This is an optimization exercise on Yosys and OpenROAD, whose aim is small area, not a production implementation. Only simulation tests tie the RTL to the original design; equivalence was not proved. Power is estimated from default activity; no workload was simulated.

**flow/config.mk**
```make
export PLATFORM = sky130hd
export DESIGN_NAME = gpu_frontend_top
export DESIGN_NICKNAME = gpu_frontend_top
export VERILOG_FILES = /design/flow/design.v
export SDC_FILE = /design/flow/constraint.sdc
export NUM_CORES = 4
export LEC_CHECK = 0
export CAP_MARGIN = 20
export CORE_MARGIN = 2
export CORE_UTILIZATION = 60
export PLACE_DENSITY = 0.75
export SLEW_MARGIN = 20
```
**flow/constraint.sdc**
```tcl
create_clock -name core_clock -period 6.0 [get_ports {clk}]
set_input_delay 1.2000 -clock core_clock [delete_from_list [all_inputs] [get_ports {clk}]]
set_output_delay 1.2000 -clock core_clock [all_outputs]
set_load 0.01 [all_outputs]
```
**flow/design.v**
```verilog
`timescale 1ns/1ns
package gpu_isa_pkg;
  localparam int opc_w = 7;
  localparam int f3_w  = 3;
  localparam int reg_w = 5;
  localparam logic [opc_w-1:0] opc_lui    = 7'b0110111;
  localparam logic [opc_w-1:0] opc_auipc  = 7'b0010111;
  localparam logic [opc_w-1:0] opc_jal    = 7'b1101111;
  localparam logic [opc_w-1:0] opc_jalr   = 7'b1100111;
  localparam logic [opc_w-1:0] opc_branch = 7'b1100011;
  localparam logic [opc_w-1:0] opc_load   = 7'b0000011;
  localparam logic [opc_w-1:0] opc_store  = 7'b0100011;
  localparam logic [opc_w-1:0] opc_arithi = 7'b0010011;
  localparam logic [opc_w-1:0] opc_arith  = 7'b0110011;
  localparam logic [opc_w-1:0] opc_nop    = 7'h0b;    
  localparam logic [f3_w-1:0] f3_beqd = 3'b010;
  localparam logic [f3_w-1:0] f3_bned = 3'b011;
  typedef union packed {
    struct packed {
      logic [6:0] funct7;
      logic [4:0] rs2;
      logic [4:0] rs1;
      logic [2:0] funct3;
      logic [4:0] rd;
      logic [6:0] opcode;
    } r;
    struct packed {
      logic [11:0] imm_11_0;
      logic [4:0]  rs1;
      logic [2:0]  funct3;
      logic [4:0]  rd;
      logic [6:0]  opcode;
    } i;
    struct packed {
      logic [6:0] imm_11_5;
      logic [4:0] rs2;
      logic [4:0] rs1;
      logic [2:0] funct3;
      logic [4:0] imm_4_0;
      logic [6:0] opcode;
    } s;
    struct packed {
      logic       imm_12;
      logic [5:0] imm_10_5;
      logic [4:0] rs2;
      logic [4:0] rs1;
      logic [2:0] funct3;
      logic [3:0] imm_4_1;
      logic       imm_11;
      logic [6:0] opcode;
    } b;
    struct packed {
      logic [19:0] imm_31_12;
      logic [4:0]  rd;
      logic [6:0]  opcode;
    } u;
    struct packed {
      logic       imm_20;
      logic [9:0] imm_10_1;
      logic       imm_11;
      logic [7:0] imm_19_12;
      logic [4:0] rd;
      logic [6:0] opcode;
    } j;
  } raw_inst_u;
endpackage
`timescale 1ns/1ns
package gpu_pipe_pkg;
  localparam int num_warps  = 8;
  localparam int warp_w     = 3;
  localparam int addr_w     = 32;
  localparam int data_w     = 32;
  localparam int apb_addr_w = 8;
  localparam int ibuf_depth = 4;
  localparam int ibuf_ptr_w = $clog2(ibuf_depth);
  localparam int ibuf_cnt_w = $clog2(ibuf_depth + 1);
  localparam int ibuf_ent_w = addr_w + warp_w + 7 + 3 + 3 * 5 + data_w;
  localparam logic st_idle   = 1'b0;
  localparam logic st_update = 1'b1;
  localparam logic [apb_addr_w-1:0] reg_pc         = 8'h00;
  localparam logic [apb_addr_w-1:0] reg_warp       = 8'h04;
  localparam logic [apb_addr_w-1:0] reg_inst       = 8'h08;   
  localparam logic [apb_addr_w-1:0] reg_status     = 8'h0C;   
  localparam logic [apb_addr_w-1:0] reg_split_base = 8'h40;
  localparam logic [apb_addr_w-1:0] reg_split_end  = 8'h60;   
endpackage
`timescale 1ns/1ns
module inst_fetch_apb (
  input  logic                                clk,
  input  logic                                rst_n,
  input  logic [gpu_pipe_pkg::apb_addr_w-1:0] paddr,
  input  logic                                psel,
  input  logic                                penable,
  input  logic                                pwrite,
  input  logic [gpu_pipe_pkg::data_w-1:0]     pwdata,
  output logic [gpu_pipe_pkg::data_w-1:0]     prdata,
  output logic                                pready,
  output logic                                pslverr,
  output logic                                fd_valid,   
  input  logic                                fd_busy,    
  output logic [gpu_pipe_pkg::addr_w-1:0]     fd_pc,
  output logic [gpu_pipe_pkg::warp_w-1:0]     fd_warp,
  output logic [gpu_pipe_pkg::data_w-1:0]     fd_inst,
  output logic                                split_rd_en,
  output logic [gpu_pipe_pkg::warp_w-1:0]     split_rd_warp,
  input  logic [gpu_pipe_pkg::data_w-1:0]     split_rd_data,
  input  logic [gpu_pipe_pkg::ibuf_cnt_w-1:0] ibuf_count
);
  localparam int addr_w = gpu_pipe_pkg::addr_w;
  localparam int warp_w = gpu_pipe_pkg::warp_w;
  localparam int data_w = gpu_pipe_pkg::data_w;
  logic [addr_w-1:0] pc_q;
  logic [warp_w-1:0] warp_q;
  logic access, wr_inst, issue, in_split, rd_hit;
  assign access  = psel && penable;
  assign wr_inst = access && pwrite && (paddr == gpu_pipe_pkg::reg_inst);
  assign pready  = access && !(wr_inst && (fd_busy || fd_valid));
  assign issue   = wr_inst && !(fd_busy || fd_valid);
  assign in_split      = (paddr[7:5] == 3'b010);
  assign split_rd_warp = paddr[warp_w+1:2];   
  logic sel_pc, sel_warp, sel_inst, sel_status;
  assign split_rd_en = in_split;
  assign sel_pc      = (paddr == gpu_pipe_pkg::reg_pc);
  assign sel_warp    = (paddr == gpu_pipe_pkg::reg_warp);
  assign sel_inst    = (paddr == gpu_pipe_pkg::reg_inst);   
  assign sel_status  = (paddr == gpu_pipe_pkg::reg_status);
  assign rd_hit      = in_split || sel_pc || sel_warp || sel_inst || sel_status;
  assign prdata = split_rd_data |
                  ({data_w{sel_pc}}     & pc_q) |
                  ({data_w{sel_warp}}   & data_w'(warp_q)) |
                  ({data_w{sel_inst}}   & fd_inst) |
                  ({data_w{sel_status}} & data_w'(ibuf_count));
  assign pslverr = access && !pwrite && !rd_hit;
  always_ff @(posedge clk or negedge rst_n) begin
    if (!rst_n) begin
      pc_q   <= '0;
      warp_q <= '0;
    end else if (access && pwrite) begin
      if (paddr == gpu_pipe_pkg::reg_pc) pc_q <= pwdata;
      if (paddr == gpu_pipe_pkg::reg_warp) warp_q <= pwdata[warp_w-1:0];
    end
  end
  always_ff @(posedge clk or negedge rst_n) begin
    if (!rst_n) fd_valid <= 1'b0;
    else fd_valid <= issue;   
  end
  always_ff @(posedge clk) begin
    if (issue) begin
      fd_pc   <= pc_q;
      fd_warp <= warp_q;
      fd_inst <= pwdata;
    end
  end
endmodule
`timescale 1ns/1ns
module inst_decode (
  input  logic                                clk,
  input  logic                                rst_n,
  input  logic                                fd_valid,
  output logic                                fd_busy,
  input  logic [gpu_pipe_pkg::addr_w-1:0]     fd_pc,
  input  logic [gpu_pipe_pkg::warp_w-1:0]     fd_warp,
  input  logic [gpu_pipe_pkg::data_w-1:0]     fd_inst,
  output logic                                ds_valid,
  output logic [gpu_pipe_pkg::warp_w-1:0]     ds_warp,
  output logic [gpu_pipe_pkg::addr_w-1:2]     ds_next_pc,
  output logic                                ds_stall,
  output logic                                ds_active,
  output logic                                di_valid,   
  input  logic                                di_full,
  output logic [3:0]                          di_code,    
  output logic                                illegal_inst
);
  localparam int addr_w = gpu_pipe_pkg::addr_w;
  logic              busy;    
  logic              legal;
  logic [3:0]        code;
  logic [6:0]        opc;
  logic              is_jal, is_jalr, is_branch, is_auipc;
  logic [addr_w-1:0] jimm, iimm;
  logic [20:0]       add_b;
  logic [addr_w-1:2] sum;
  assign opc = fd_inst[6:0];
  always_comb begin
    case (opc)
      gpu_isa_pkg::opc_lui, gpu_isa_pkg::opc_auipc, gpu_isa_pkg::opc_jal,
      gpu_isa_pkg::opc_jalr, gpu_isa_pkg::opc_branch, gpu_isa_pkg::opc_load,
      gpu_isa_pkg::opc_store, gpu_isa_pkg::opc_arithi, gpu_isa_pkg::opc_arith,
      gpu_isa_pkg::opc_nop: legal = 1'b1;
      default:              legal = 1'b0;
    endcase
  end
  assign code = {opc[6], opc[5], opc[4] | (opc[6] & opc[3]), opc[2] | opc[3]};
  assign is_jal    = opc[6] & opc[3];
  assign is_jalr   = opc[6] & opc[2] & !opc[3];
  assign is_branch = opc[6] & !opc[2];
  assign is_auipc  = !opc[6] & !opc[5] & opc[4] & opc[2];
  always_ff @(posedge clk or negedge rst_n) begin
    if (!rst_n) busy <= 1'b0;
    else if (fd_valid) busy <= 1'b1;
    else if (!legal || !di_full) busy <= 1'b0;   
  end
  assign fd_busy      = busy;
  assign illegal_inst = busy && !legal;
  assign di_valid     = busy && legal && !di_full;
  assign di_code      = code;
  assign jimm  = {{12{fd_inst[31]}}, fd_inst[19:12], fd_inst[20], fd_inst[30:21], 1'b0};
  assign iimm  = {{20{fd_inst[31]}}, fd_inst[31:20]};
  assign add_b = is_jal  ? jimm[20:0] :
                 is_jalr ? iimm[20:0] : 21'd4;
  pc_adder u_add (.a(fd_pc), .b(add_b), .s(sum));
  assign ds_valid   = di_valid;
  assign ds_warp    = fd_warp;
  assign ds_next_pc = sum;
  assign ds_stall   = is_auipc || is_branch;
  assign ds_active  = !(is_branch &&
                        (fd_inst[14:12] == gpu_isa_pkg::f3_beqd ||
                         fd_inst[14:12] == gpu_isa_pkg::f3_bned));
endmodule
module pc_adder (
  input  logic [31:0] a,
  input  logic [20:0] b,
  output logic [31:2] s
);
  logic [31:0] sum;
  assign sum = a + {{11{b[20]}}, b};
  assign s   = sum[31:2];
endmodule
`timescale 1ns/1ns
module split_table (
  input  logic                            clk,
  input  logic                            rst_n,
  input  logic                            ds_valid,
  input  logic [gpu_pipe_pkg::warp_w-1:0] ds_warp,
  input  logic [gpu_pipe_pkg::addr_w-1:2] ds_next_pc,
  input  logic                            ds_stall,
  input  logic                            ds_active,
  input  logic                            rd_en,     
  input  logic [gpu_pipe_pkg::warp_w-1:0] rd_warp,
  output logic [gpu_pipe_pkg::data_w-1:0] rd_data    
);
  localparam int num_warps = gpu_pipe_pkg::num_warps;
  localparam int addr_w    = gpu_pipe_pkg::addr_w;
  logic [addr_w-1:2]    pc_q [num_warps];
  logic [1:0]           st_q [num_warps];
  logic [1:0]           st_new;
  logic [num_warps-1:0] sel;
  assign st_new = {ds_stall, !ds_stall || !ds_active};
  always_ff @(posedge clk or negedge rst_n) begin
    if (!rst_n) begin
      for (int w = 0; w < num_warps; w++) st_q[w] <= 2'b00;
    end else if (ds_valid) begin
      st_q[ds_warp] <= st_new;
    end
  end
  always_ff @(posedge clk) begin
    if (ds_valid) pc_q[ds_warp] <= ds_next_pc;
  end
  always_comb begin
    rd_data = '0;
    for (int w = 0; w < num_warps; w++) begin
      sel[w]  = rd_en && (rd_warp == w[2:0]);
      rd_data = rd_data | {{(addr_w-2){sel[w] && (st_q[w] != 2'b00)}} & pc_q[w],
                           sel[w] && (st_q[w] != 2'b11),
                           sel[w] && st_q[w][1]};
    end
  end
endmodule
`timescale 1ns/1ns
module inst_buffer (
  input  logic                                clk,
  input  logic                                rst_n,
  input  logic                                di_valid,   
  output logic                                di_full,
  output logic [gpu_pipe_pkg::ibuf_cnt_w-1:0] di_count,
  input  logic [gpu_pipe_pkg::addr_w-1:0]     di_pc,
  input  logic [gpu_pipe_pkg::warp_w-1:0]     di_warp,
  input  logic [3:0]                          di_code,
  input  logic [31:7]                         di_word,
  output logic                                out_valid,
  input  logic                                out_ready,
  output logic [gpu_pipe_pkg::addr_w-1:0]     out_pc,
  output logic [gpu_pipe_pkg::warp_w-1:0]     out_warp,
  output logic [gpu_isa_pkg::opc_w-1:0]       out_opcode,
  output logic [gpu_isa_pkg::f3_w-1:0]        out_funct3,
  output logic [gpu_isa_pkg::reg_w-1:0]       out_rd,
  output logic [gpu_isa_pkg::reg_w-1:0]       out_rs1,
  output logic [gpu_isa_pkg::reg_w-1:0]       out_rs2,
  output logic [gpu_pipe_pkg::data_w-1:0]     out_imm
);
  localparam int ibuf_depth = gpu_pipe_pkg::ibuf_depth;
  localparam int ibuf_ptr_w = gpu_pipe_pkg::ibuf_ptr_w;
  localparam int ibuf_cnt_w = gpu_pipe_pkg::ibuf_cnt_w;
  localparam int ent_w      = 32 + 3 + 4 + 25;
  logic [ent_w-1:0]      mem [ibuf_depth];
  logic [ibuf_ptr_w-1:0] wr_ptr, rd_ptr;   
  logic [ibuf_cnt_w-1:0] count;
  logic                  pop;
  logic [3:0]            code;
  logic [31:0]           w;
  assign pop       = out_valid && out_ready;
  assign out_valid = (count != '0);
  assign di_count  = count;
  assign di_full   = count[2];
  assign rd_ptr    = wr_ptr - count[ibuf_ptr_w-1:0];
  always_ff @(posedge clk or negedge rst_n) begin
    if (!rst_n) begin
      wr_ptr <= '0;
      count  <= '0;
    end else begin
      if (di_valid) wr_ptr <= wr_ptr + 1'b1;   
      if (di_valid && !pop) count <= count + 1'b1;
      else if (pop && !di_valid) count <= count - 1'b1;
    end
  end
  always_ff @(posedge clk) begin
    if (di_valid) mem[wr_ptr] <= {di_pc, di_warp, di_code, di_word};
  end
  logic [ent_w-1:0] head;
  always_comb begin
    head = '0;
    for (int i = 0; i < ibuf_depth; i++) begin
      head = head | ({ent_w{rd_ptr == i[1:0]}} & mem[i]);
    end
  end
  assign {out_pc, out_warp, code, w[31:7]} = head;
  assign w[6:0] = {code[3], code[2], code[1] & !code[3],
                   (code[3] & code[1]) | (code[0] & !code[1] & !code[2] & !code[3]),
                   code[0] & (code[1] | code[3]), 2'b11};
  assign out_opcode = w[6:0];
  always_comb begin
    out_funct3 = '0;
    out_rd     = '0;
    out_rs1    = '0;
    out_rs2    = '0;
    out_imm    = '0;
    case (code)
      4'd7, 4'd3: begin   
        out_rd  = w[11:7];
        out_imm = {w[31:12], 12'b0};
      end
      4'd15: begin   
        out_rd  = w[11:7];
        out_imm = {{12{w[31]}}, w[19:12], w[20], w[30:21], 1'b0};
      end
      4'd13, 4'd0, 4'd2: begin   
        out_rd     = w[11:7];
        out_rs1    = w[19:15];
        out_funct3 = w[14:12];
        out_imm    = {{20{w[31]}}, w[31:20]};
      end
      4'd12: begin   
        out_rs1    = w[19:15];
        out_rs2    = w[24:20];
        out_funct3 = w[14:12];
        out_imm    = {{20{w[31]}}, w[7], w[30:25], w[11:8], 1'b0};
      end
      4'd4: begin   
        out_rs1    = w[19:15];
        out_rs2    = w[24:20];
        out_funct3 = w[14:12];
        out_imm    = {{20{w[31]}}, w[31:25], w[11:7]};
      end
      4'd6: begin   
        out_rd     = w[11:7];
        out_rs1    = w[19:15];
        out_rs2    = w[24:20];
        out_funct3 = w[14:12];
      end
      default: ;   
    endcase
  end
endmodule
`timescale 1ns/1ns
module gpu_frontend_top (
  input  logic                                clk,
  input  logic                                rst_n,
  input  logic [gpu_pipe_pkg::apb_addr_w-1:0] paddr,
  input  logic                                psel,
  input  logic                                penable,
  input  logic                                pwrite,
  input  logic [gpu_pipe_pkg::data_w-1:0]     pwdata,
  output logic [gpu_pipe_pkg::data_w-1:0]     prdata,
  output logic                                pready,
  output logic                                pslverr,
  output logic                                out_valid,
  input  logic                                out_ready,
  output logic [gpu_pipe_pkg::addr_w-1:0]     out_pc,
  output logic [gpu_pipe_pkg::warp_w-1:0]     out_warp,
  output logic [gpu_isa_pkg::opc_w-1:0]       out_opcode,
  output logic [gpu_isa_pkg::f3_w-1:0]        out_funct3,
  output logic [gpu_isa_pkg::reg_w-1:0]       out_rd,
  output logic [gpu_isa_pkg::reg_w-1:0]       out_rs1,
  output logic [gpu_isa_pkg::reg_w-1:0]       out_rs2,
  output logic [gpu_pipe_pkg::data_w-1:0]     out_imm,
  output logic                                illegal_inst
);
  logic                                fd_valid, fd_busy;
  logic [gpu_pipe_pkg::addr_w-1:0]     fd_pc;
  logic [gpu_pipe_pkg::warp_w-1:0]     fd_warp;
  logic [gpu_pipe_pkg::data_w-1:0]     fd_inst;
  logic                                ds_valid, ds_stall, ds_active;
  logic [gpu_pipe_pkg::warp_w-1:0]     ds_warp;
  logic [gpu_pipe_pkg::addr_w-1:2]     ds_next_pc;
  logic                                di_valid, di_full;
  logic [gpu_pipe_pkg::ibuf_cnt_w-1:0] di_count;
  logic [3:0]                          di_code;
  logic                            split_rd_en;
  logic [gpu_pipe_pkg::warp_w-1:0] split_rd_warp;
  logic [gpu_pipe_pkg::data_w-1:0] split_rd_data;
  inst_fetch_apb inst_fetch_apb_inst (
    .clk, .rst_n, .paddr, .psel, .penable, .pwrite, .pwdata, .prdata, .pready, .pslverr,
    .fd_valid, .fd_busy, .fd_pc, .fd_warp, .fd_inst,
    .split_rd_en   (split_rd_en),
    .split_rd_warp (split_rd_warp),
    .split_rd_data (split_rd_data),
    .ibuf_count    (di_count)
  );
  inst_decode inst_decode_inst (
    .clk, .rst_n,
    .fd_valid, .fd_busy, .fd_pc, .fd_warp, .fd_inst,
    .ds_valid, .ds_warp, .ds_next_pc, .ds_stall, .ds_active,
    .di_valid, .di_full, .di_code,
    .illegal_inst (illegal_inst)
  );
  split_table split_table_inst (
    .clk, .rst_n,
    .ds_valid, .ds_warp, .ds_next_pc, .ds_stall, .ds_active,
    .rd_en   (split_rd_en),
    .rd_warp (split_rd_warp),
    .rd_data (split_rd_data)
  );
  inst_buffer inst_buffer_inst (
    .clk, .rst_n,
    .di_valid, .di_full, .di_count,
    .di_pc   (fd_pc),
    .di_warp (fd_warp),
    .di_code,
    .di_word (fd_inst[31:7]),
    .out_valid, .out_ready, .out_pc, .out_warp, .out_opcode, .out_funct3,
    .out_rd, .out_rs1, .out_rs2, .out_imm
  );
endmodule
```
**flow/flow/run.sh**
```bash
#!/bin/bash
# Own layout flow: the standard ORFS flow (standard.sh) with changes that
# only affect how the layout is made:
#  - synthesis keeps the combinational pc_adder module apart until mapping;
#    ABC maps pc_adder with a speed-oriented script (flow/abc_fast.script)
#    and everything else with an area-oriented one (flow/abc_area.script).
#    Registers are mapped by ORFS as usual, and synth_recipe.tcl flattens and
#    renames as in the standard synthesis;
#  - every input and output port still gets a buffer, but a buf_1;
#  - CTS builds the tree from clkbuf_8 with larger sink clusters and
#    without dummy loads.
# Each ORFS step writes its full log under orfs/logs/; make's own output
# goes to flow_synth.log and flow_layout.log here.
set -euo pipefail
WORK=$(pwd)
rm -rf "$WORK/scripts_own"
cp -r "$FLOW_HOME/scripts" "$WORK/scripts_own"
cp "$WORK/flow/abc_area.script" "$WORK/scripts_own/abc_speed.script"
cp "$WORK/flow/abc_fast.script" "$WORK/scripts_own/abc_fast.script"
python3 - "$WORK/scripts_own/synth.tcl" <<'PY'
import sys
p = sys.argv[1]
s = open(p).read()
old = "  log_cmd abc {*}$abc_args\n"
new = """  if { [llength [tee -q -s result.string select -list-mod pc_adder]] > 0 } {
    set abc_fast_args [lreplace $abc_args 1 1 $::env(SCRIPTS_DIR)/abc_fast.script]
    log_cmd abc {*}$abc_fast_args pc_adder
    log_cmd abc {*}$abc_args * pc_adder %d
  } else {
    log_cmd abc {*}$abc_args
  }
"""
assert s.count(old) == 1
open(p, "w").write(s.replace(old, new))
PY
export SCRIPTS_DIR="$WORK/scripts_own"
export SYNTH_KEEP_MODULES=pc_adder
export BUFFER_PORTS_ARGS="-buffer_cell sky130_fd_sc_hd__buf_1"
export CTS_ARGS="-sink_clustering_enable -repair_clock_nets -dont_use_dummy_load -buf_list sky130_fd_sc_hd__clkbuf_8 -sink_clustering_size 18 -sink_clustering_max_diameter 60"
bash standard.sh synth > "$WORK/flow_synth.log" 2>&1
bash standard.sh > "$WORK/flow_layout.log" 2>&1
```
**flow/flow/abc_area.script**
```
&get -n
&st
&syn2
&synch2
&dch -f
&nf -a
&st
&syn3
&synch2
&dch -f
&nf -a
&st
&syn4
&dch -f
&nf -a
&st
&syn3
&synch2
&dch -f
&nf -a
&st
&syn4
&dch -f
&nf -a
&put
topo
stime -c
```
**flow/flow/abc_fast.script**
```
&get -n
&st
&syn2
&synch2
&dch -f
&nf -a
&st
&syn3
&synch2
&dch -f
&nf -a
&st
&syn4
&dch -f
&nf -a
&st
&syn3
&synch2
&dch -f
&nf -a
&st
&if -g -K 6
&synch2
&nf -R 20
&put
topo
stime -c
```
**flow/standard.sh**
```bash
#!/bin/bash
# synth_recipe.tcl (not shown) runs the flow's synth.tcl, then flattens the netlist and writes it again
# the make line also repeats each setting of config.mk as NAME=value (left out here)
make -C /OpenROAD-flow-scripts/flow DESIGN_CONFIG=/design/flow/config.mk WORK_HOME=/design/flow/orfs CLKGATE_MAP_FILE= SYNTH_SCRIPT=/design/flow/synth_recipe.tcl "${@:-finish}"
```
==> flow_metrics.py, run 1 <==
metrics = {
    "drt": {
        "num_vias": 14700,
        "drc": 0,
        "wl_per_cell_microns": 27.7,
        "detail-route-antenna-nets": 0,
        "first_pass_iters": 10,
        "via_per_inst": 6.73,
        "drt_wl_total_microns": 60300,
        "drtIter0Drc": 2265,
    },
    "sta": {
        "period_share": 0.920,
        "setup_violations": 0,
        "fin_skew_ps": 52.7,
        "setup_tns_ps": 0,
        "rsz0062_at_grt": "no",
        "maxSlewViolCount": 0,
        "min_period_ps": 5520,
        "tightest_slew_ps": 1060,
        "fmax_mhz": 181,
        "finalWorstSetupSlack_ps": 478,
        "max_slew_margin": 0.296,
        "hold_viol": 0,
    },
    "clocking": {
        "numCtsBuffers": 42,
        "cts.repair.resized": 0,
        "ctsHoldBuffers": 0,
        "clock_sinks": 621,
        "clockBufferDepth": 3,
        "clock_latency_ps": 650,
        "root_buffer": "clkbuf_8",
        "clkTransAtPathRegs_ps": 110,
        "cts_tree": "yes",
        "htree_num_levels": 2,
        "postCtsSetupBuffers": 0,
    },
    "outcome": {
        "run_status": "timing/DRC/antenna clean",
    },
    "min_path": {
        "hold_class": "reg2reg",
    },
    "logic_synthesis": {
        "synth_adder_area_share": 0.0195,
        "synthTopCellsByArea": "edfxtp_1, dfrtp_1, a222oi_1, mux2_1, nand2_1",
        "synth_flop_cell": "edfxtp_1",
        "post-synth-top-area-cell": "edfxtp_1",
        "synth_enable_flop_cells": 563,
        "avgSynthCellArea_sq_um": 17.2,
        "synthTopCellsByCount": "edfxtp_1, nand2_1, a222oi_1",
        "yosys.area.top_type_share": 0.700,
        "ys_ff_latch": 621,
        "synth_compound_area_frac": 0.106,
        "synthMuxAreaShare": 0.0312,
        "synth_area_sq_um": 24200,
        "yosysSeqAreaShare": 0.760,
        "synthArstFlopShare": 0.0934,
        "synth_top_family_by_area": "compound AO/OA/AOI/OAI gates",
        "syn_inst": 1406,
        "synth_xor_area_frac": 0.0121,
        "yosys.area_share.simple": 0.0672,
        "synth_cell_types": 61,
        "yosysMostFrequentCell": "edfxtp_1",
        "yosysWarnings": 5,
    },
    "floorplan": {
        "core_sq_um": 39700,
        "initial_core_util": 0.608,
        "rows": 73,
        "dieArea_sq_um": 41900,
        "die_w_microns": 205,
        "boundaryPins": 174,
        "die_y_microns": 205,
    },
    "pwr": {
        "pwr-share-clk": 0.193,
        "p_leak_nw": 9.44,
        "p_int_mw": 6.30,
        "ir_drop_mv": 0.214,
        "power_density_nw_per_um2": 358,
        "p_switching_mw": 3.17,
        "p_seq_frac": 0.496,
        "switching_share": 0.335,
        "comb_power_share": 0.311,
    },
    "final_layout": {
        "synthToLayoutAreaGrowth_pct": 9.44,
        "finalNetCount": 1739,
        "fillers": 2681,
        "final_cells": 2180,
        "drive_gt1_frac": 0.0629,
    },
    "setup_path": {
        "arrival_ps": 4320,
        "critPathLaunchType": "flop",
        "crit_required_ps": 4800,
        "worstPathMaxFanout": 12,
        "crit_type": "reg2out",
        "endpoint_kind": "primary output",
    },
    "global_routing": {
        "grt-ovfl-total": 0,
        "grt_pass1_wl_microns": 88500,
        "antenna_found_initial": 1,
        "grtUsageTotal": 0.291,
        "grt_max_degree": 65,
        "grt_pass1_vias": 14200,
    },
    "flow_run": {
        "max-cap-violations": 0,
    },
    "place": {
        "gp_congestion": 0.829,
        "hpwlAfterDp_microns": 36600,
        "dp_worst_setup_slack_ps": 679,
        "numPortBuffers": 171,
        "dp_cells": 2137,
    },
}
-- final timing paths --
path	to	start	slack (ps)	cells after the start
max	out_imm[18]	inst_buffer_inst.wr_ptr[0]	480	9
max in group asynchronous	inst_fetch_apb_inst.pc_q[16]	rst_n	4550	2
min in group asynchronous	inst_fetch_apb_inst.pc_q[27]	rst_n	790	2
min reg2reg	inst_fetch_apb_inst.fd_warp[0]	inst_fetch_apb_inst.warp_q[0]	430	0
max reg2reg	split_table_inst.pc_q[2][29]	inst_fetch_apb_inst.fd_inst[2]	550	16
min	inst_fetch_apb_inst.fd_warp[0]	inst_fetch_apb_inst.warp_q[0]	430	0
-- power by group through the flow --
stage	Clock [mW]	Sequential [mW]	Combinational (mW)
floorplan	0	4.78	1.81
global placement	0	4.79	2.90
detailed placement	0	4.79	2.95
CTS	1.86	4.69	2.96
global route	2.01	4.70	3.22
finish	1.83	4.70	2.95
-- layout by cell type (no fill, tap or decap), types with 7 or more instances in the layout --
cell type / n
a22o_1: 14
nand3_1: 61
o21ai_0: 20
a21oi_1: 31
and3_1: 14
nor3_1: 7
o21ba_1: 7
a21boi_0: 17
buf_4: 33
mux2_1: 52
buf_1: 170
edfxtp_1: 563
ha_1: 36
clkinv_1: 17
xnor2_1: 13
o211a_1: 9
a222oi_1: 137
clkbuf_8: 42
or2_0: 7
a21o_1: 14
a21bo_1: 8
nor2b_1: 7
and2_0: 21
dfrtp_1: 58
nand2_1: 144
nand2b_1: 10
nor2_1: 25
xor2_1: 15
mux4_2: 7
-- per-module statistics from Yosys (local to each module, per instance) --
module            flops+latches  cell area, sq um  cells  times used
gpu_frontend_top            621             23100   1271           1
pc_adder                      0              1060    135           1
-- state kept, by name (all words and copies together), names as in the netlist --
register                      cells
inst_buffer_inst.mem            256
split_table_inst.pc_q           240
inst_fetch_apb_inst.fd_inst      32
inst_fetch_apb_inst.fd_pc        32
inst_fetch_apb_inst.pc_q         32
split_table_inst.st_q            16
inst_buffer_inst.count            3
inst_fetch_apb_inst.fd_warp       3
inst_fetch_apb_inst.warp_q        3
inst_buffer_inst.wr_ptr           2
inst_decode_inst.busy             1
inst_fetch_apb_inst.fd_valid      1
-- worst max-delay path, stage by stage, from the launching register on --
cell and delay, ps:
dfrtp_1 390, clkinv_1 180, ha_1 640, clkinvlp_4 470, mux4_2 560, clkinv_1 210, or2_0 340, a221o_1 500
a21bo_1 250, buf_1 150
-- metal layers --
layer  routed length, microns  up-vias  global-route usage
met5                        0        -                   0
met4                     1740        0              0.0965
met3                     6580      121              0.0426
met2                    29200      923               0.472
met1                    22900     7298               0.411
li1                         -     6321                   -
-- cells by family (layout without fill, tap and decap cells) --
family	after synthesis	in the layout
other cells	1	3
xor+xnor	30	30
buf+inv	24	271
fa+ha+maj	37	37
flops	621	621
compound gates	298	298
mux	60	60
simple gates	335	335
-- through the flow --
stage	hold WS [ps]	utilization	power, mW	instance area (sq um)
2_1_floorplan	435	-	6.59	24200
3_3_place_gp	454	0.651	7.69	25900
3_5_place_dp	452	0.651	7.74	25900
4_1_cts	431	0.665	9.51	26400
5_1_grt	440	0.665	9.93	26400
6_report	429	0.665	9.47	26400
-- layout make-up --
type | instances | area (sq um) | area share
Clock buffer | 42 | 578 | 0.0219
Inverter | 22 | 86.3 | 0.00327
Sequential cell | 621 | 18400 | 0.694
Multi-Input combinational cell | 762 | 5800 | 0.220
Tap cell | 525 | 657 | 0.0248
Timing Repair Buffer | 207 | 951 | 0.0360
Antenna cell | 1 | 2.50 | 0.0000947
==> run 2, diff against run 1 <==
==> flow/flow/abc_area.script (replaced) <==
&get -n
&st
&syn2
&synch2
&dch -f
&nf -a -A 10 -F 16 -C 32
&st
&syn3
&synch2
&dch -f
&nf -a -A 10 -F 16 -C 32
&st
&syn4
&dch -f
&nf -a -A 10 -F 16 -C 32
&put
topo
stime -c
==> run 2 against run 1 <==
  * Still clean
  * Wire length shrank 6.6%
  * Die area shrank 1.0%
  * Total power shrank 1.1%
  * Sequential share of layout area grew 0.69 points
  * Global-route usage shrank 1.6 points
  * Critical path type is now reg2reg
  * Highest routed layer unchanged
==> flow_metrics.py, run 2 <==
metrics = {
    "outcome": {
        "run_status": "timing/DRC/antenna clean",
    },
    "pwr": {
        "p_leak_nw": 9.18,
        "ir_drop_mv": 0.209,
        "power_density_nw_per_um2": 358,
    },
    "logic_synthesis": {
        "syn_inst": 1366,
        "synth_compound_area_frac": 0.0947,
        "synth_adder_area_share": 0.0197,
        "synthArstFlopShare": 0.0934,
        "yosysMostFrequentCell": "edfxtp_1",
        "yosysWarnings": 5,
        "synth_area_sq_um": 23900,
        "synth_xor_area_frac": 0.0113,
        "avgSynthCellArea_sq_um": 17.5,
        "synth_top_family_by_area": "compound AO/OA/AOI/OAI gates",
        "yosys.area.top_type_share": 0.707,
        "ys_ff_latch": 621,
        "synthTopCellsByCount": "edfxtp_1, nand2_1, a222oi_1",
        "post-synth-top-area-cell": "edfxtp_1",
        "synth_enable_flop_cells": 563,
        "yosys.area_share.simple": 0.0680,
        "synth_flop_cell": "edfxtp_1",
        "synthMuxAreaShare": 0.0347,
        "synth_cell_types": 57,
        "yosysSeqAreaShare": 0.768,
        "synthTopCellsByArea": "edfxtp_1, a222oi_1, dfrtp_1, nand2_1, mux2_1",
    },
    "sta": {
        "hold_viol": 0,
        "fmax_mhz": 178,
        "max_slew_margin": 0.324,
        "tightest_slew_ps": 1010,
        "setup_tns_ps": 0,
        "min_period_ps": 5620,
        "rsz0062_at_grt": "no",
        "period_share": 0.936,
        "setup_violations": 0,
        "fin_skew_ps": 44.8,
        "maxSlewViolCount": 0,
    },
    "min_path": {
        "hold_class": "reg2reg",
    },
    "place": {
        "place_area_sq_um": 25600,
        "gp_congestion": 0.898,
        "hpwlAfterDp_microns": 36000,
        "numPortBuffers": 171,
    },
    "global_routing": {
        "grtUsageTotal": 0.275,
        "grt_max_degree": 69,
        "grt_pass1_wl_microns": 84100,
        "grt_pass1_vias": 13500,
        "grt-ovfl-total": 0,
        "antenna_found_initial": 3,
    },
    "floorplan": {
        "core_sq_um": 39500,
        "die_w_microns": 204,
        "initial_core_util": 0.605,
        "boundaryPins": 174,
        "rows": 73,
        "dieArea_sq_um": 41500,
        "die_y_microns": 204,
    },
    "final_layout": {
        "drive_gt1_frac": 0.0669,
        "reg.largest.list": "inst_buffer_inst.mem x256, split_table_inst.pc_q x240",
        "synthToLayoutAreaGrowth_pct": 9.48,
        "finalInstanceArea_sq_um": 26200,
        "final_cell_mix": "edfxtp_1, buf_1, nand2_1",
        "largest_register": "inst_buffer_inst.mem",
        "final_common_cell": "edfxtp_1",
        "largest_reg_flops": 256,
        "fillers": 2692,
        "finalNetCount": 1700,
    },
    "drt": {
        "drtIter0Drc": 2410,
        "first_pass_iters": 10,
        "num_vias": 14200,
        "detail-route-antenna-nets": 0,
        "via_per_inst": 6.60,
        "drc": 0,
        "drt_wl_total_microns": 56400,
        "wl_per_cell_microns": 26.3,
    },
    "setup_path": {
        "crit_required_ps": 6330,
        "reg2reg_slack_ps": 380,
        "worstPathMaxFanout": 16,
        "endpoint_kind": "flop",
        "critPathLaunchType": "flop",
        "crit_type": "reg2reg",
        "arrival_ps": 5940,
    },
    "clocking": {
        "cts.repair.resized": 0,
        "numCtsBuffers": 42,
        "postCtsSetupBuffers": 0,
        "ctsHoldBuffers": 0,
        "htree_num_levels": 2,
        "cts_tree": "yes",
        "clock_sinks": 621,
        "root_buffer": "clkbuf_8",
        "clock_latency_ps": 600,
        "clkTransAtPathRegs_ps": 110,
        "clockBufferDepth": 3,
    },
    "flow_run": {
        "max-cap-violations": 0,
    },
}
run 2: logic make-up after synthesis:
family	Yosys count
flip-flops	621
adder cells (fa/ha/maj)	37
multiplexers	64
AO/OA/AOI/OAI	262
buffers and inverters	21
other	1
AND/OR/NAND/NOR	331
XOR/XNOR	29
run 2: worst paths after layout:
path	cells past startpoint	to	start
worst max-delay path	16	split_table_inst.pc_q[1][29]	inst_fetch_apb_inst.fd_inst[2]
worst min-delay path	0	inst_fetch_apb_inst.fd_warp[1]	inst_fetch_apb_inst.warp_q[1]
worst max register to register	16	split_table_inst.pc_q[1][29]	inst_fetch_apb_inst.fd_inst[2]
worst min register to register	0	inst_fetch_apb_inst.fd_warp[1]	inst_fetch_apb_inst.warp_q[1]
max in group asynchronous	2	inst_fetch_apb_inst.warp_q[1]	rst_n
min in group asynchronous	2	split_table_inst.st_q[5][0]	rst_n
run 2: report_power, final:
| group | switching, mW | internal (mW) | total, mW |
|---|---|---|---|
| clock network | 1.18 | 0.633 | 1.81 |
| logic | 1.87 | 0.996 | 2.87 |
| registers | 0.0221 | 4.66 | 4.69 |
run 2: cell type report:
cell class,instances,area [sq um],share of cell area
diodes,4,10.0,0.000382
multi-input cells,725,5560,0.213
inverters,19,71.3,0.00272
clock buffers,42,578,0.0221
well taps,525,657,0.0251
repair buffers,208,937,0.0358
flip-flops and latches,621,18400,0.701
run 2: routing by layer:
layer  wire length (microns)  track usage  part of all wire
met1                   22900        0.416              0.41
met2                   26500        0.423              0.47
met3                    5740       0.0433              0.10
met4                    1230       0.0738             0.022
met5                       0            0                 0
run 2: stage by stage:
step	std cells	hold slack [ps]	worst slack [ps]	util	total power, mW
floorplan	1367	438	229	-	6.56
global placement	2097	458	896	0.646	7.64
detailed placement	2097	459	629	0.646	7.66
CTS	2139	459	436	0.661	9.42
global route	2143	453	57.2	0.662	9.84
finish	2144	460	385	0.662	9.36
run 2: critical path, cell delays in order, from the launching register on:
cell and delay (ps):
edfxtp_1 510, or2_0 530, and3_1 320, ha_1 260
a31oi_1 150, a221oi_1 520, o31a_1 260, a41oi_1 240
a211oi_1 550, o21ai_0 310, o22ai_1 360, nor4_1 110
o21a_1 220, a21oi_1 260, a21o_1 200, a21oi_1 80
xnor2_1 470
run 2: per-module statistics from Yosys, one instance, submodules excluded:
module / cell area [sq um] / copies in the design / cells inside / flip-flops and latches
pc_adder: 1060 / 1 / 135 / 0
gpu_frontend_top: 22900 / 1 / 1231 / 621
==> run 3, diff against run 2 <==
--- a/flow/config.mk
+++ b/flow/config.mk
@@ -8,5 +8,5 @@
 export CAP_MARGIN = 20
 export CORE_MARGIN = 2
-export CORE_UTILIZATION = 60
-export PLACE_DENSITY = 0.75
+export CORE_UTILIZATION = 70
+export PLACE_DENSITY = 0.85
 export SLEW_MARGIN = 20
==> run 3 against run 2 <==
  * Count of clock-buffer cells in the layout decreased by 1
  * Flip-flop and latch count unchanged
  * First-iteration DRC count increased by 14%
  * Global-route usage increased by 3.9 points
  * Sequential power about the same
  * Sequential share of layout area increased by 0.22 points
  * Die area decreased by 14%
  * Final area decreased by 0.31%
  * Register-to-register slack improved by 120 ps
==> flow_metrics.py, run 3 <==
metrics = {
    "pwr": {
        "switching_share": 0.327,
        "p_leak_nw": 9.19,
        "p_switching_mw": 3.07,
        "power_density_nw_per_um2": 360,
        "p_int_mw": 6.32,
        "comb_power_share": 0.309,
        "pwr-share-clk": 0.191,
        "ir_drop_mv": 0.361,
        "p_seq_frac": 0.500,
        "power_mw": 9.38,
    },
    "global_routing": {
        "grtUsageTotal": 0.313,
        "grt_pass1_wl_microns": 82200,
        "antenna_found_initial": 1,
        "grt_max_degree": 69,
        "grt-ovfl-total": 0,
        "grt_pass1_vias": 14000,
    },
    "logic_synthesis": {
        "synthTopCellsByCount": "edfxtp_1, nand2_1, a222oi_1",
        "synth_enable_flop_cells": 563,
        "synthArstFlopShare": 0.0934,
        "synthMuxAreaShare": 0.0347,
        "synth_area_sq_um": 23900,
        "syn_inst": 1366,
        "synth_compound_area_frac": 0.0947,
        "synth_top_family_by_area": "compound AO/OA/AOI/OAI gates",
        "synth_flop_cell": "edfxtp_1",
        "yosys.area_share.simple": 0.0680,
        "yosysSeqAreaShare": 0.768,
        "synth_cell_types": 57,
        "yosysWarnings": 5,
        "synthTopCellsByArea": "edfxtp_1, a222oi_1, dfrtp_1, nand2_1, mux2_1",
        "avgSynthCellArea_sq_um": 17.5,
        "synth_adder_area_share": 0.0197,
        "synth_xor_area_frac": 0.0113,
        "post-synth-top-area-cell": "edfxtp_1",
        "ys_ff_latch": 621,
        "yosysMostFrequentCell": "edfxtp_1",
        "yosys.area.top_type_share": 0.707,
    },
    "sta": {
        "period_share": 0.918,
        "max_slew_margin": 0.227,
        "maxSlewViolCount": 0,
        "setup_tns_ps": 0,
        "fin_skew_ps": 54.8,
        "fmax_mhz": 182,
        "tightest_slew_ps": 1150,
        "setup_violations": 0,
        "finalWorstSetupSlack_ps": 491,
        "rsz0062_at_grt": "no",
        "hold_viol": 0,
        "min_period_ps": 5510,
    },
    "final_layout": {
        "final_common_cell": "edfxtp_1",
        "largest_register": "inst_buffer_inst.mem",
        "synthToLayoutAreaGrowth_pct": 9.14,
        "largest_reg_flops": 256,
        "final_cells": 2069,
        "finalNetCount": 1705,
        "reg.largest.list": "inst_buffer_inst.mem x256, split_table_inst.pc_q x240",
        "finalInstanceArea_sq_um": 26100,
        "final_cell_mix": "edfxtp_1, buf_1, nand2_1",
        "drive_gt1_frac": 0.0685,
    },
    "min_path": {
        "hold_depth": 2,
        "min_from": "inst_fetch_apb_inst.fd_valid",
        "min_to": "inst_decode_inst.busy",
        "hold_class": "reg2reg",
    },
    "clocking": {
        "cts.repair.resized": 0,
        "numCtsBuffers": 41,
        "clkTransAtPathRegs_ps": 110,
        "clock_latency_ps": 610,
        "ctsHoldBuffers": 0,
        "cts_tree": "yes",
        "clockBufferDepth": 3,
        "root_buffer": "clkbuf_8",
        "clock_sinks": 621,
        "postCtsSetupBuffers": 0,
        "htree_num_levels": 2,
    },
    "setup_path": {
        "r2r-start": "inst_fetch_apb_inst.fd_inst[2]",
        "endpoint_kind": "primary output",
        "critPathLaunchType": "flop",
        "arrival_ps": 4310,
        "timing.rr.end": "split_table_inst.pc_q[7][29]",
        "worstPathMaxFanout": 12,
        "reg2reg_depth": 16,
        "crit_type": "reg2out",
        "crit_required_ps": 4800,
        "reg2reg_slack_ps": 500,
    },
    "drt": {
        "wl_per_cell_microns": 27.1,
        "num_vias": 14500,
        "via_per_inst": 7.03,
        "drtIter0Drc": 2757,
        "first_pass_iters": 10,
        "detail-route-antenna-nets": 0,
        "drc": 0,
        "drt_wl_total_microns": 56200,
    },
    "flow_run": {
        "max-cap-violations": 0,
    },
    "place": {
        "dp_worst_setup_slack_ps": 676,
        "numPortBuffers": 171,
        "place_area_sq_um": 25500,
        "dp_cells": 2025,
        "gp_congestion": 0.890,
        "hpwlAfterDp_microns": 36100,
    },
    "outcome": {
        "run_status": "timing/DRC/antenna clean",
    },
    "floorplan": {
        "die_y_microns": 189,
        "rows": 67,
        "initial_core_util": 0.711,
        "dieArea_sq_um": 35700,
        "core_sq_um": 33600,
        "die_w_microns": 189,
        "boundaryPins": 174,
    },
}
==> run 3: cells by family after synthesis <==
logic type	after synthesis
other cells	1
xor+xnor	29
fa+ha+maj	37
mux	64
flops	621
compound gates	262
buf+inv	21
simple gates	331
==> run 3: layer usage <==
layer  part of all wire  global-route usage
met3               0.12              0.0671
met2               0.46               0.476
met5                  0                   0
met4              0.034               0.118
met1               0.38               0.458
==> run 3: cell type report <==
class                      count  area, sq um
antenna                        1         2.50
multi-input combinational    725         5560
clock buffer                  41          564
inverter                      19         71.3
tap                          448          561
timing repair buffer         214          978
fill                        1816         7520
sequential                   621        18400
==> run 3: how the worst max path moves through the flow <==
| stage | end | startpoint | slack (ps) | depth (start not counted) |
|---|---|---|---|---|
| 2_1_floorplan | inst_fetch_apb_inst.pc_q[0] | paddr[6] | 230 | 5 |
| 3_3_place_gp | split_table_inst.pc_q[1][29] | inst_fetch_apb_inst.fd_inst[2] | 930 | 16 |
| 3_5_place_dp | split_table_inst.pc_q[1][29] | inst_fetch_apb_inst.fd_inst[2] | 680 | 16 |
| 4_1_cts | out_imm[26] | inst_buffer_inst.wr_ptr[0] | 440 | 8 |
| 5_1_grt | split_table_inst.pc_q[7][29] | inst_fetch_apb_inst.fd_inst[2] | 20 | 16 |
| 6_report | out_imm[26] | inst_buffer_inst.wr_ptr[0] | 490 | 8 |
==> run 3: worst max-delay path: stages (launching register included) <==
cell and delay (ps):
dfrtp_1 400, clkinv_1 160, ha_1 220, xor3_1 940, mux4_2 760, nor2b_1 320
and2_0 560, a21o_1 190, buf_1 150
==> run 3: power groups by stage <==
stage / clock network, mW / logic [mW] / registers (mW)
2_1_floorplan: 0 / 1.79 / 4.77
3_3_place_gp: 0 / 2.80 / 4.78
3_5_place_dp: 0 / 2.86 / 4.79
4_1_cts: 1.80 / 2.87 / 4.69
5_1_grt: 1.94 / 3.15 / 4.69
6_report: 1.80 / 2.90 / 4.69
==> run 3: through the flow <==
step | hold slack [ps] | utilization
detailed placement | 461 | 0.758
global route | 495 | 0.776
finish | 475 | 0.776
floorplan | 438 | -
global placement | 455 | 0.758
CTS | 471 | 0.775
==> run 3: Yosys stat by module (local to each module, per instance) <==
module	cells	flip-flops and latches
gpu_frontend_top	1231	621
pc_adder	135	0
==> run 4, diff against run 3 <==
--- a/flow/design.v
+++ b/flow/design.v
@@ -294,5 +294,5 @@
   localparam int ent_w      = 32 + 3 + 4 + 25;
   logic [ent_w-1:0]      mem [ibuf_depth];
-  logic [ibuf_ptr_w-1:0] wr_ptr, rd_ptr;   
+  logic [ibuf_ptr_w-1:0] wr_ptr, rd_ptr;
   logic [ibuf_cnt_w-1:0] count;
   logic                  pop;
@@ -303,11 +303,12 @@
   assign di_count  = count;
   assign di_full   = count[2];
-  assign rd_ptr    = wr_ptr - count[ibuf_ptr_w-1:0];
   always_ff @(posedge clk or negedge rst_n) begin
     if (!rst_n) begin
       wr_ptr <= '0;
+      rd_ptr <= '0;
       count  <= '0;
     end else begin
       if (di_valid) wr_ptr <= wr_ptr + 1'b1;   
+      if (pop) rd_ptr <= rd_ptr + 1'b1;
       if (di_valid && !pop) count <= count + 1'b1;
       else if (pop && !di_valid) count <= count - 1'b1;
--- a/flow/config.mk
+++ b/flow/config.mk
@@ -8,5 +8,5 @@
 export CAP_MARGIN = 20
 export CORE_MARGIN = 2
-export CORE_UTILIZATION = 70
-export PLACE_DENSITY = 0.85
+export CORE_UTILIZATION = 60
+export PLACE_DENSITY = 0.75
 export SLEW_MARGIN = 20
==> run 4 against run 3 <==
  * Critical path depth grew 8
  * Maximum frequency shrank 1.1%
  * Critical endpoint is now split_table_inst.pc_q[2][29]
  * Sequential share of layout area grew 0.084 points
  * Via count shrank 0.15%
  * Wire length grew 0.47%
  * Non-clock buffer count shrank 6
  * First-iteration DRC count shrank 3.7%
==> flow_metrics.py, run 4 <==
metrics = {
    "setup_path": {
        "timing.rr.end": "split_table_inst.pc_q[2][29]",
        "reg2reg_slack_ps": 430,
        "crit_type": "reg2reg",
        "reg2reg_depth": 16,
        "r2r-start": "inst_fetch_apb_inst.fd_inst[2]",
        "worstPathMaxFanout": 16,
        "critPathLaunchType": "flop",
        "endpoint_kind": "flop",
        "crit_required_ps": 6320,
        "arrival_ps": 5890,
    },
    "logic_synthesis": {
        "ys_ff_latch": 623,
        "synthArstFlopShare": 0.0963,
        "yosysSeqAreaShare": 0.771,
        "synth_flop_cell": "edfxtp_1",
        "yosysMostFrequentCell": "edfxtp_1",
        "synth_area_sq_um": 23900,
        "avgSynthCellArea_sq_um": 17.3,
        "yosys.area.top_type_share": 0.708,
        "synthTopCellsByArea": "edfxtp_1, dfrtp_1, a222oi_1, mux2_1, nand2_1",
        "yosysWarnings": 5,
        "synth_enable_flop_cells": 563,
        "synthTopCellsByCount": "edfxtp_1, nand2_1, a222oi_1",
        "post-synth-top-area-cell": "edfxtp_1",
        "synth_cell_types": 53,
        "syn_inst": 1384,
    },
    "drt": {
        "first_pass_iters": 10,
        "drc": 0,
        "via_per_inst": 6.72,
        "drtIter0Drc": 2654,
        "wl_per_cell_microns": 26.1,
        "detail-route-antenna-nets": 0,
        "num_vias": 14500,
        "drt_wl_total_microns": 56400,
    },
    "final_layout": {
        "synthToLayoutAreaGrowth_pct": 9.40,
        "fillers": 2721,
        "final_common_cell": "edfxtp_1",
        "largest_reg_flops": 256,
        "final_cell_mix": "edfxtp_1, buf_1, nand2_1",
        "multi_input_area_sq_um": 5520,
        "largest_register": "inst_buffer_inst.mem",
        "drive_gt1_frac": 0.0612,
        "finalNetCount": 1721,
        "regArea_sq_um": 18400,
        "reg.largest.list": "inst_buffer_inst.mem x256, split_table_inst.pc_q x240",
        "finalInstanceArea_sq_um": 26100,
    },
    "sta": {
        "setup_violations": 0,
        "setup_tns_ps": 0,
        "tightest_slew_ps": 999,
        "rsz0062_at_grt": "no",
        "min_period_ps": 5570,
        "period_share": 0.928,
        "fin_skew_ps": 64.3,
        "maxSlewViolCount": 0,
        "max_slew_margin": 0.334,
        "fmax_mhz": 180,
        "hold_viol": 0,
    },
    "global_routing": {
        "grtUsageTotal": 0.272,
        "antenna_found_initial": 1,
        "grt_max_degree": 69,
        "grt_pass1_wl_microns": 83000,
        "grt_pass1_vias": 13300,
        "grt-ovfl-total": 0,
    },
    "clocking": {
        "cts.repair.resized": 0,
        "clockBufferDepth": 3,
        "postCtsSetupBuffers": 0,
        "clkTransAtPathRegs_ps": 110,
        "htree_num_levels": 2,
        "ctsHoldBuffers": 0,
        "numCtsBuffers": 42,
        "cts_tree": "yes",
        "clock_sinks": 623,
        "root_buffer": "clkbuf_8",
        "clock_latency_ps": 630,
    },
    "floorplan": {
        "die_y_microns": 204,
        "die_w_microns": 204,
        "boundaryPins": 174,
        "core_sq_um": 39500,
        "initial_core_util": 0.604,
        "dieArea_sq_um": 41400,
        "rows": 73,
    },
    "outcome": {
        "run_status": "timing/DRC/antenna clean",
    },
    "flow_run": {
        "max-cap-violations": 0,
    },
    "place": {
        "gp_congestion": 0.881,
        "numPortBuffers": 171,
        "hpwlAfterDp_microns": 36200,
        "place_area_sq_um": 25500,
    },
    "pwr": {
        "power_density_nw_per_um2": 325,
        "power_mw": 8.49,
        "p_leak_nw": 9.06,
        "ir_drop_mv": 0.192,
    },
    "min_path": {
        "min_from": "inst_fetch_apb_inst.warp_q[1]",
        "hold_class": "reg2reg",
        "hold_depth": 0,
        "min_to": "inst_fetch_apb_inst.fd_warp[1]",
    },
}
==> run 4: changes by cell type in the layout (fill, tap and decap cells not counted), sizes merged, moves of 9 or more <==
cell	change
nand2	-35
a22oi	+32
a222oi	-27
a21boi	+22
nand3	+22
and2	-21
nor2	+20
a21o	-19
o21ai	+18
a221oi	+12
a21oi	-11
mux4	-10
nand4	+9
==> run 4: cell families (layout without fill, tap and decap cells) <==
kind of cell	after synthesis	count (layout)	share of synthesized area
AO/OA/AOI/OAI	301	301	0.105
flip-flops	623	623	0.771
AND/OR/NAND/NOR	320	320	0.0644
other	1	3	0.000157
multiplexers	54	54	0.0255
XOR/XNOR	29	29	0.0106
adder cells (fa/ha/maj)	40	40	0.0213
buffers and inverters	16	264	0.00283
==> run 4: per-stage QoR <==
stage	hold slack, ps	instances	worst slack, ps	utilization
global placement	451	2116	965	0.646
floorplan	440	1385	115	-
global route	462	2159	13.5	0.661
finish	439	2159	432	0.661
detailed placement	461	2116	692	0.646
CTS	451	2158	624	0.660
==> run 4: modules after synthesis (local to each module, per instance) <==
module            flip-flops and latches  copies in the design
pc_adder                               0                     1
gpu_frontend_top                     623                     1
==> run 4: final cells by class <==
class	instances	area share
antenna	1	0.0000958
clock buffer	42	0.0221
inverter	14	0.00201
multi-input combinational	746	0.211
sequential	623	0.704
tap	525	0.0251
timing repair buffer	208	0.0352
==> run 4: worst max-delay path: stages, from the launching register on <==
cell and delay [ps]:
edfxtp_1 490, or2_0 530, and3_1 330, ha_1 260, a31oi_1 150, a221oi_1 500
o31a_1 250, a41oi_1 260, a211oi_1 540, o21ai_0 240, o22ai_1 400, nor4_1 130
o21a_1 240, a21oi_1 210, a21o_1 180, a21oi_1 90, xnor2_1 460
==> run 4: worst max path at each step <==
stage	startpoint	end
floorplan	paddr[6]	prdata[2]
global placement	inst_fetch_apb_inst.fd_inst[2]	split_table_inst.pc_q[3][29]
detailed placement	inst_fetch_apb_inst.fd_inst[2]	split_table_inst.pc_q[7][29]
CTS	inst_fetch_apb_inst.fd_inst[2]	split_table_inst.pc_q[2][29]
global route	inst_fetch_apb_inst.fd_inst[2]	split_table_inst.pc_q[2][29]
finish	inst_fetch_apb_inst.fd_inst[2]	split_table_inst.pc_q[2][29]
==> run 4: metal layers <==
metal,up-vias,wire (microns),global-route usage
li1,6274,-,-
met4,0,1430,0.0769
met3,98,6050,0.0401
met5,-,0,0
met2,892,25900,0.409
met1,7253,23100,0.422
==> run 4: power breakdown <==
| part | total [mW] | internal, mW | switching [mW] |
|---|---|---|---|
| clock network | 1.83 | 0.632 | 1.19 |
| logic | 1.95 | 0.611 | 1.34 |
| registers | 4.72 | 4.68 | 0.0313 |
| total | 8.49 | 5.93 | 2.56 |
==> run 5, diff against run 4 <==
--- a/flow/design.v
+++ b/flow/design.v
@@ -294,5 +294,4 @@
   localparam int ent_w      = 32 + 3 + 4 + 25;
   logic [ent_w-1:0]      mem [ibuf_depth];
-  logic [ibuf_ptr_w-1:0] wr_ptr, rd_ptr;
   logic [ibuf_cnt_w-1:0] count;
   logic                  pop;
@@ -305,10 +304,6 @@
   always_ff @(posedge clk or negedge rst_n) begin
     if (!rst_n) begin
-      wr_ptr <= '0;
-      rd_ptr <= '0;
       count  <= '0;
     end else begin
-      if (di_valid) wr_ptr <= wr_ptr + 1'b1;   
-      if (pop) rd_ptr <= rd_ptr + 1'b1;
       if (di_valid && !pop) count <= count + 1'b1;
       else if (pop && !di_valid) count <= count - 1'b1;
@@ -316,5 +311,8 @@
   end
   always_ff @(posedge clk) begin
-    if (di_valid) mem[wr_ptr] <= {di_pc, di_warp, di_code, di_word};
+    if (di_valid) begin
+      mem[0] <= {di_pc, di_warp, di_code, di_word};
+      for (int i = 1; i < ibuf_depth; i++) mem[i] <= mem[i-1];
+    end
   end
   logic [ent_w-1:0] head;
@@ -322,5 +320,5 @@
     head = '0;
     for (int i = 0; i < ibuf_depth; i++) begin
-      head = head | ({ent_w{rd_ptr == i[1:0]}} & mem[i]);
+      head = head | ({ent_w{count == 3'(i + 1)}} & mem[i]);
     end
   end
==> run 5 against run 4 <==
  * Critical path depth decreased by 8
  * Still clean on timing, DRC and antenna
  * Clock power barely moved
  * Setup slack worse by 53 ps
  * Critical path type is now reg2out
  * Sequential share of layout area decreased by 0.19 points
  * Wire length grew 4.0%
  * Die area decreased by 0.51%
  * Maximum frequency shrank 0.95%
  * Final area decreased by 0.28%
  * Sequential power about the same
  * Synthesized cell count is 0.94% lower
  * Count of clock-buffer cells in the layout unchanged
==> flow_metrics.py, run 5 <==
metrics = {
    "global_routing": {
        "antenna_found_initial": 1,
        "grt_pass1_wl_microns": 88100,
        "grtUsageTotal": 0.288,
        "grt_pass1_vias": 14300,
        "grt_max_degree": 181,
        "grt-ovfl-total": 0,
    },
    "logic_synthesis": {
        "synth_flop_cell": "edfxtp_1",
        "synth_enable_flop_cells": 563,
        "synthTopCellsByArea": "edfxtp_1, dfrtp_1, a222oi_1, mux2_1, ha_1",
        "synth_area_sq_um": 23800,
        "yosys.area.top_type_share": 0.711,
        "synth_cell_types": 54,
        "yosysSeqAreaShare": 0.770,
        "yosysMostFrequentCell": "edfxtp_1",
        "yosysWarnings": 6,
        "synthArstFlopShare": 0.0905,
        "post-synth-top-area-cell": "edfxtp_1",
        "syn_inst": 1371,
        "ys_ff_latch": 619,
        "avgSynthCellArea_sq_um": 17.3,
        "synthTopCellsByCount": "edfxtp_1, a222oi_1, nand2_1",
    },
    "pwr": {
        "p_leak_nw": 8.85,
        "power_mw": 8.29,
        "ir_drop_mv": 0.231,
        "power_density_nw_per_um2": 318,
    },
    "drt": {
        "drt_wl_total_microns": 58700,
        "drtIter0Drc": 2067,
        "first_pass_iters": 10,
        "wl_per_cell_microns": 27.5,
        "drc": 0,
        "via_per_inst": 6.80,
        "num_vias": 14500,
        "detail-route-antenna-nets": 0,
    },
    "sta": {
        "maxSlewViolCount": 0,
        "fmax_mhz": 178,
        "setup_tns_ps": 0,
        "fin_skew_ps": 48.2,
        "max_slew_margin": 0.227,
        "tightest_slew_ps": 1160,
        "hold_ws_ps": 448,
        "period_share": 0.937,
        "min_period_ps": 5620,
        "hold_viol": 0,
        "setup_violations": 0,
        "rsz0062_at_grt": "no",
        "finalWorstSetupSlack_ps": 379,
    },
    "floorplan": {
        "die_y_microns": 203,
        "dieArea_sq_um": 41200,
        "boundaryPins": 174,
        "die_w_microns": 203,
        "rows": 72,
        "initial_core_util": 0.611,
        "core_sq_um": 38900,
    },
    "clocking": {
        "htree_num_levels": 2,
        "clkTransAtPathRegs_ps": 110,
        "clockBufferDepth": 3,
        "numCtsBuffers": 42,
        "root_buffer": "clkbuf_8",
        "postCtsSetupBuffers": 0,
        "clock_latency_ps": 650,
        "clock_sinks": 619,
        "cts_tree": "yes",
    },
    "final_layout": {
        "drive_gt1_frac": 0.0657,
        "reg.largest.list": "inst_buffer_inst.mem x256, split_table_inst.pc_q x240",
        "final_core_util": 0.670,
        "synthToLayoutAreaGrowth_pct": 9.66,
        "final_cell_mix": "edfxtp_1, buf_1, a222oi_1",
        "finalNetCount": 1698,
        "largest_reg_flops": 256,
        "insertedDiodeCount": 0,
        "finalInstanceArea_sq_um": 26100,
        "final_cells": 2131,
        "fillers": 2706,
        "largest_register": "inst_buffer_inst.mem",
        "final_common_cell": "edfxtp_1",
    },
    "setup_path": {
        "arrival_ps": 4420,
        "reg2reg_depth": 16,
        "crit_type": "reg2out",
        "endpoint_kind": "primary output",
        "worstPathMaxFanout": 40,
        "crit_required_ps": 4800,
        "critPathLaunchType": "flop",
    },
    "place": {
        "dp_worst_setup_slack_ps": 801,
        "dp_cells": 2089,
        "hpwlAfterDp_microns": 35800,
        "place_area_sq_um": 25500,
        "gp_congestion": 0.874,
        "numPortBuffers": 171,
    },
    "flow_run": {
        "max-cap-violations": 0,
    },
    "min_path": {
        "hold_class": "reg2reg",
        "hold_depth": 0,
    },
    "outcome": {
        "run_status": "timing/DRC/antenna clean",
    },
}
-- run 5: cell count changes in the layout (fill, tap and decap cells not counted), moves of 5 or more --
cell / change
a22oi_1: +13
nor3_2: +5
nand3b_1: +7
and2_0: +7
and3_1: -5
buf_4: -9
a221oi_1: -9
a211oi_1: +8
o21ai_0: +5
nand2_1: -22
a21oi_1: +8
nand3_1: -11
nand4_1: -13
a22o_1: -7
-- run 5: path summary, 6_finish.rpt --
path                                                     start  slack, ps                           end
worst max-delay path                 inst_buffer_inst.count[2]        380                     out_rd[4]
worst min-delay path               inst_buffer_inst.mem[2][46]        450   inst_buffer_inst.mem[3][46]
worst max register to register  inst_fetch_apb_inst.fd_inst[2]        620  split_table_inst.pc_q[2][29]
worst min register to register     inst_buffer_inst.mem[2][46]        450   inst_buffer_inst.mem[3][46]
max in group asynchronous                                rst_n       4570     inst_buffer_inst.count[1]
min in group asynchronous                                rst_n        740  inst_fetch_apb_inst.pc_q[29]
-- run 5: per-module statistics from Yosys, one instance, submodules excluded --
| module | cells | copies in the design | flip-flops and latches | area, sq um |
|---|---|---|---|---|
| gpu_frontend_top | 1236 | 1 | 619 | 22700 |
| pc_adder | 135 | 1 | 0 | 1060 |
-- run 5: cell families after synthesis --
logic type	count (synthesis)	synth area share
DFF	619	0.770
adders and majority gates	37	0.0195
buffers and inverters	17	0.00300
other	1	0.000158
AOI/OAI and AO/OA	314	0.106
and+or+nand+nor	302	0.0631
xor gates and xnor gates	26	0.00958
muxes	55	0.0280
-- run 5: what timing repair did --
action                                  in CTS  in global routing
endpoints found under the setup margin       0                  9
hold buffers                                 0                  0
gates resized for setup                      0                  2
-- run 5: cell type report --
cell class / count / area, sq um / area share
flip-flops and latches: 619 / 18300 / 0.702
multi-input cells: 736 / 5570 / 0.214
repair buffers: 201 / 893 / 0.0343
well taps: 518 / 648 / 0.0249
inverters: 15 / 61.3 / 0.00235
clock buffers: 42 / 578 / 0.0222
-- run 5: layer usage --
layer | up-vias | share of wire | track usage
li1 | 6197 | - | -
met1 | 7282 | 0.39 | 0.414
met2 | 901 | 0.47 | 0.451
met3 | 108 | 0.11 | 0.0536
met4 | 2 | 0.027 | 0.0983
met5 | - | 0.00022 | 0
-- run 5: where the power goes --
group / internal [mW] / total, mW / switching, mW
registers: 4.65 / 4.69 / 0.0406
clock network: 0.632 / 1.85 / 1.22
logic: 0.558 / 1.75 / 1.19
-- run 5: critical path, cell delays in order, from the launching register on --
cell and delay [ps]:
dfrtp_1 880, clkinv_1 310, ha_2 580, nand2_1 190, nand4_1 470, nor3_1 740
a211oi_1 240, a21oi_1 210, buf_1 170

-- what the ideal ports hide --
No port has a modelled driver above. Below, the same layouts with a new extraction and two added sets of constraints. Step 1: set_driving_cell puts a clkbuf_16 on clk and a buf_2 on each other input, an assumption about the parent block. Step 2 also shifts input and output timing later by t, the mid clock arrival at the registers, as if the neighbouring blocks saw the same clock. Three values: ideal, step 1, step 2; two values: the first two.
run	shift t [ns]	setup WS [ns]	clock arrival spread, ns
run 1	0.671	0.478 / 0.428 / 0.548	0.053 / 0.053
run 2	0.627	0.385 / 0.385 / 0.385	0.045 / 0.045
run 3	0.633	0.491 / 0.442 / 0.500	0.058 / 0.058
run 4	0.649	0.432 / 0.432 / 0.432	0.065 / 0.064
run 5	0.681	0.379 / 0.327 / 0.623	0.050 / 0.049
After both steps setup and hold are still met in every run listed.
